Background: an optimization exercise with open tools, aiming at small area. Do not read the settings as production practice.
The RTL was checked by simulation tests, not by an equivalence proof against the original design.
No activity file was given, so power comes from the tool's default toggle rates.

## v7
Design dcache, start of the top module:
module dcache
(
    input  wire logic                     clock,
    input  wire logic                     reset,
    input  wire logic                     req_valid,
    input  wire mem_pkg::mem_op_t         req_op,
    input  wire dcache_pkg::access_size_t req_size,
    input  wire mem_pkg::mem_addr_t       req_addr,
    input  wire logic [32-1:0]      req_wdata,
    output logic                          stall,
    output logic                          resp_valid,
    output logic [32-1:0]           resp_data,
    output mem_pkg::bus_cmd_t             mem_command,
    output mem_pkg::mem_addr_t            mem_addr,
    output mem_pkg::mem_block_t           mem_wdata,
    input  wire mem_pkg::mem_tag_t        mem_accept_tag,
    input  wire mem_pkg::mem_block_t      mem_rdata,
    input  wire mem_pkg::mem_tag_t        mem_resp_tag
);
    localparam int NL = 16;
    localparam int NB = 3;    
    logic        wt_q;        
    logic        wm_q;        
    logic        rd_acc_q;    
    logic [1:0]  rd_slot_q;   
    logic        held_op;
    logic [1:0]  held_size;
    logic [31:0] held_addr;
    logic [NL-1:0]        lv_q;      
    logic [NL-1:0]        ld_q;      
    logic [NL-1:0][24:0]  lt_q;      
    logic [NL-1:0][63:0]  lb_q;      
    logic [NB-1:0]        bv_q;      
    logic [NB-1:0][1:0]   bs_q;      
    logic [NB-1:0][28:0]  ba_q;      
    logic [NB-1:0][63:0]  bd_q;      
    logic        ready;
    logic        w_op;
    logic [1:0]  w_size;
    logic [31:0] w_addr;
    logic [31:0] w_wdata;
    logic [3:0]  w_idx;
    logic [24:0] w_tag;
    logic [2:0]  w_off;
    assign ready   = !wt_q && !wm_q;
    assign stall   = !ready;
    assign w_op    = (ready & req_op)               | (!ready & held_op);
    assign w_size  = ({2{ready}} & req_size)        | ({2{!ready}} & held_size);
    assign w_addr  = ({32{ready}} & req_addr)       | ({32{!ready}} & held_addr);
    assign w_wdata = ({32{ready}} & req_wdata)      | ({32{!ready}} & resp_data);   
    assign w_idx   = w_addr[6:3];
  ...
Size in the first run: roughly 69000 µm² of cells after synthesis.
export LEC_CHECK = 0
export CAP_MARGIN = 20
export CORE_MARGIN = 2
export CORE_UTILIZATION = 60
export PLACE_DENSITY = 0.7
export SLEW_MARGIN = 20
create_clock -name core_clock -period 10.0 [get_ports {clock}]
standard.sh (not shown) runs the stock make flow with config.mk's settings and CLKGATE_MAP_FILE= SYNTH_SCRIPT=/design/flow/synth_recipe.tcl, a recipe that flattens the netlist after the stock synthesis.
==> flow/flow/run.sh <==
#!/bin/bash
# The standard flow (standard.sh) with three changes:
#  - synthesis is the standard one, except for the final ABC technology
#    mapping: it is run with each of the area-oriented scripts flow/*.abc
#    and the smallest result is kept (registers are mapped before ABC runs,
#    so they are the standard synthesis's)
#  - port buffers use the smallest buffer cell
#  - clock tree: no dummy loads, explicit leaf clustering
set -euo pipefail
W=$(pwd)
cat > my_synth.tcl <<T
proc abc {args} {
  set i [lsearch -exact \$args -script]
  yosys design -save pre_abc
  set best ""
  set best_area 1e30
  foreach s [lsort [glob $W/flow/*.abc]] {
    yosys design -load pre_abc
    lset args [expr {\$i + 1}] \$s
    yosys abc {*}\$args
    yosys opt_clean -purge
    set st [tee -q -s result.string stat {*}\$::lib_args]
    regexp {Chip area for module [^:]*: ([0-9.]+)} \$st -> area
    puts "ABC script \$s: area \$area"
    if { \$area < \$best_area } { set best_area \$area; set best \$s }
  }
  puts "ABC script chosen: \$best (area \$best_area)"
  yosys design -load pre_abc
  lset args [expr {\$i + 1}] \$best
  yosys abc {*}\$args
}
source $W/synth_recipe.tcl
T
sed "s#SYNTH_SCRIPT=[^ ]*#SYNTH_SCRIPT=$W/my_synth.tcl#" standard.sh > my_standard.sh
grep -q "SYNTH_SCRIPT=$W/my_synth.tcl" my_standard.sh
export BUFFER_PORTS_ARGS="-buffer_cell sky130_fd_sc_hd__buf_1"
export CTS_ARGS="-sink_clustering_enable -repair_clock_nets -dont_use_dummy_load -buf_list sky130_fd_sc_hd__clkbuf_8 -sink_clustering_size 14 -sink_clustering_max_diameter 60"
bash my_standard.sh > standard.log 2>&1
==> flow/flow/b11.abc <==
&get -n
&st
&dc2
&st
&dch -f
&nf -a -p -R 1000
&st
&dch -f
&nf -a -p -R 1000
&put
topo
stime -c
==> flow/flow/b13.abc <==
&get -n
&st
&dch
&nf -a -p -R 1000
&st
&dch
&nf -a -p -R 1000
&put
topo
stime -c
==> flow/flow/b6.abc <==
&get -n
&st
&dch -f
&nf -a -p -R 1000
&st
&dch -f
&nf -a -p -R 1000
&put
topo
stime -c
==> flow/flow/b7.abc <==
&get -n
&st
&dch -f
&nf -a -p -R 1000
&st
&dch -f
&nf -a -p -R 1000
&st
&dch -f
&nf -a -p -R 1000
&put
topo
stime -c
v7 was carried through to the last stage, and its layout satisfied the timing, DRC and antenna checks.
#### Input delta (v55 over v7)
- changing CORE_UTILIZATION from 60 to 70
- changing PLACE_DENSITY from 0.7 to 0.8
--- a/flow/flow/run.sh
+++ b/flow/flow/run.sh
@@ -37 +37 @@
-export CTS_ARGS="-sink_clustering_enable -repair_clock_nets -dont_use_dummy_load -buf_list sky130_fd_sc_hd__clkbuf_8 -sink_clustering_size 14 -sink_clustering_max_diameter 60"
+export CTS_ARGS="-sink_clustering_enable -repair_clock_nets -dont_use_dummy_load -buf_list sky130_fd_sc_hd__clkbuf_8 -sink_clustering_size 16 -sink_clustering_max_diameter 60"
Notes after the runs:
- Compared with v7, v55 shows a logic depth of the worst path, buffers included that is 4 lower.
- The clock network contribution to total cell area reported for v55 is smaller than that of v7 by 0.32 points.
- v55 completed end to end with timing, DRC and antenna clean.
- Changes observed in v55 relative to v7: time the worst path needs with I/O delays and setup -0.47 ns; end-of-flow core utilization grew by 10 points; count of antenna-violating nets left after detailed routing flat; design area decreased by about 0.8% relative to the old numbers; worst reg-to-reg setup slack rose 0.41 ns.
- Of the two values seen for critical path capture point, lb_q[543] was produced by v55 and resp_data[12] by v7.
- v7 → v55: layout-stage area growth over the synthesis result decreased 0.92 points, placement row count decreased 7.3%, worst hold slack essentially unchanged, worst-case setup margin in the final layout increased 0.47 ns.
Input changes introduced in v23 (baseline for comparison: v55):
--- a/flow/flow/run.sh
+++ b/flow/flow/run.sh
@@ -37 +37 @@
-export CTS_ARGS="-sink_clustering_enable -repair_clock_nets -dont_use_dummy_load -buf_list sky130_fd_sc_hd__clkbuf_8 -sink_clustering_size 16 -sink_clustering_max_diameter 60"
+export CTS_ARGS="-sink_clustering_enable -repair_clock_nets -dont_use_dummy_load -buf_list sky130_fd_sc_hd__clkbuf_8 -sink_clustering_size 14 -sink_clustering_max_diameter 60"
## What came out
v23: all stages complete, timing, DRC and antenna checks passed
Looking at v55 and v23, the post-route standard cell area excluding fillers is a wash.
Share of cells above drive strength 1 (lower): v55
The cell-internal power of v23 is higher than that of v55.
v55 and v23 ended up with nearly the same all-layer global routing usage.
v23 vs v55: combinational share of power down in v23
Sequential share of cell area down 0.20 points in v23 wrt v55
Number of vias after detailed routing went up slightly going from v55 to v23.
Route | v23 vs v55 | wire longer in v23
In the reports for v55 and v23, the smaller clock period minus worst slack belongs to v23.
v23 against v55: wire length of the first global-routing pass up about 0.5%, power up 1.3%.

-- afterwards: timing with drivers on the ports --
The results above use ideal ports. As a check the final layouts listed here were re-extracted and re-timed, cells and wires unchanged. Step 1: set_driving_cell puts a clkbuf_16 on clock and a buf_2 on each other input, an assumption about the parent block. Step 2 moves the port delays by t, midway between the first and last clock arrival at a register: inputs arrive t later, outputs are due t later. That takes back most of the time a late clock gives input paths. a / b / c = ideal / step 1 / step 2; a / b = the first two.
| run | shift t [ns] | setup slack, ns | cell pins on the clock port's net |
|---|---|---|---|
| v7 | 0.948 | 1.007 / 1.055 / 0.107 | 1 |
| v55 | 0.934 | 1.476 / 1.526 / 0.592 | 1 |
| v23 | 0.939 | 1.646 / 1.696 / 0.758 | 1 |
After both steps setup and hold are still met in every run listed. The setup slack of v7, which loses most, moves by +0.048 ns with the drivers and by -0.900 ns with both steps.
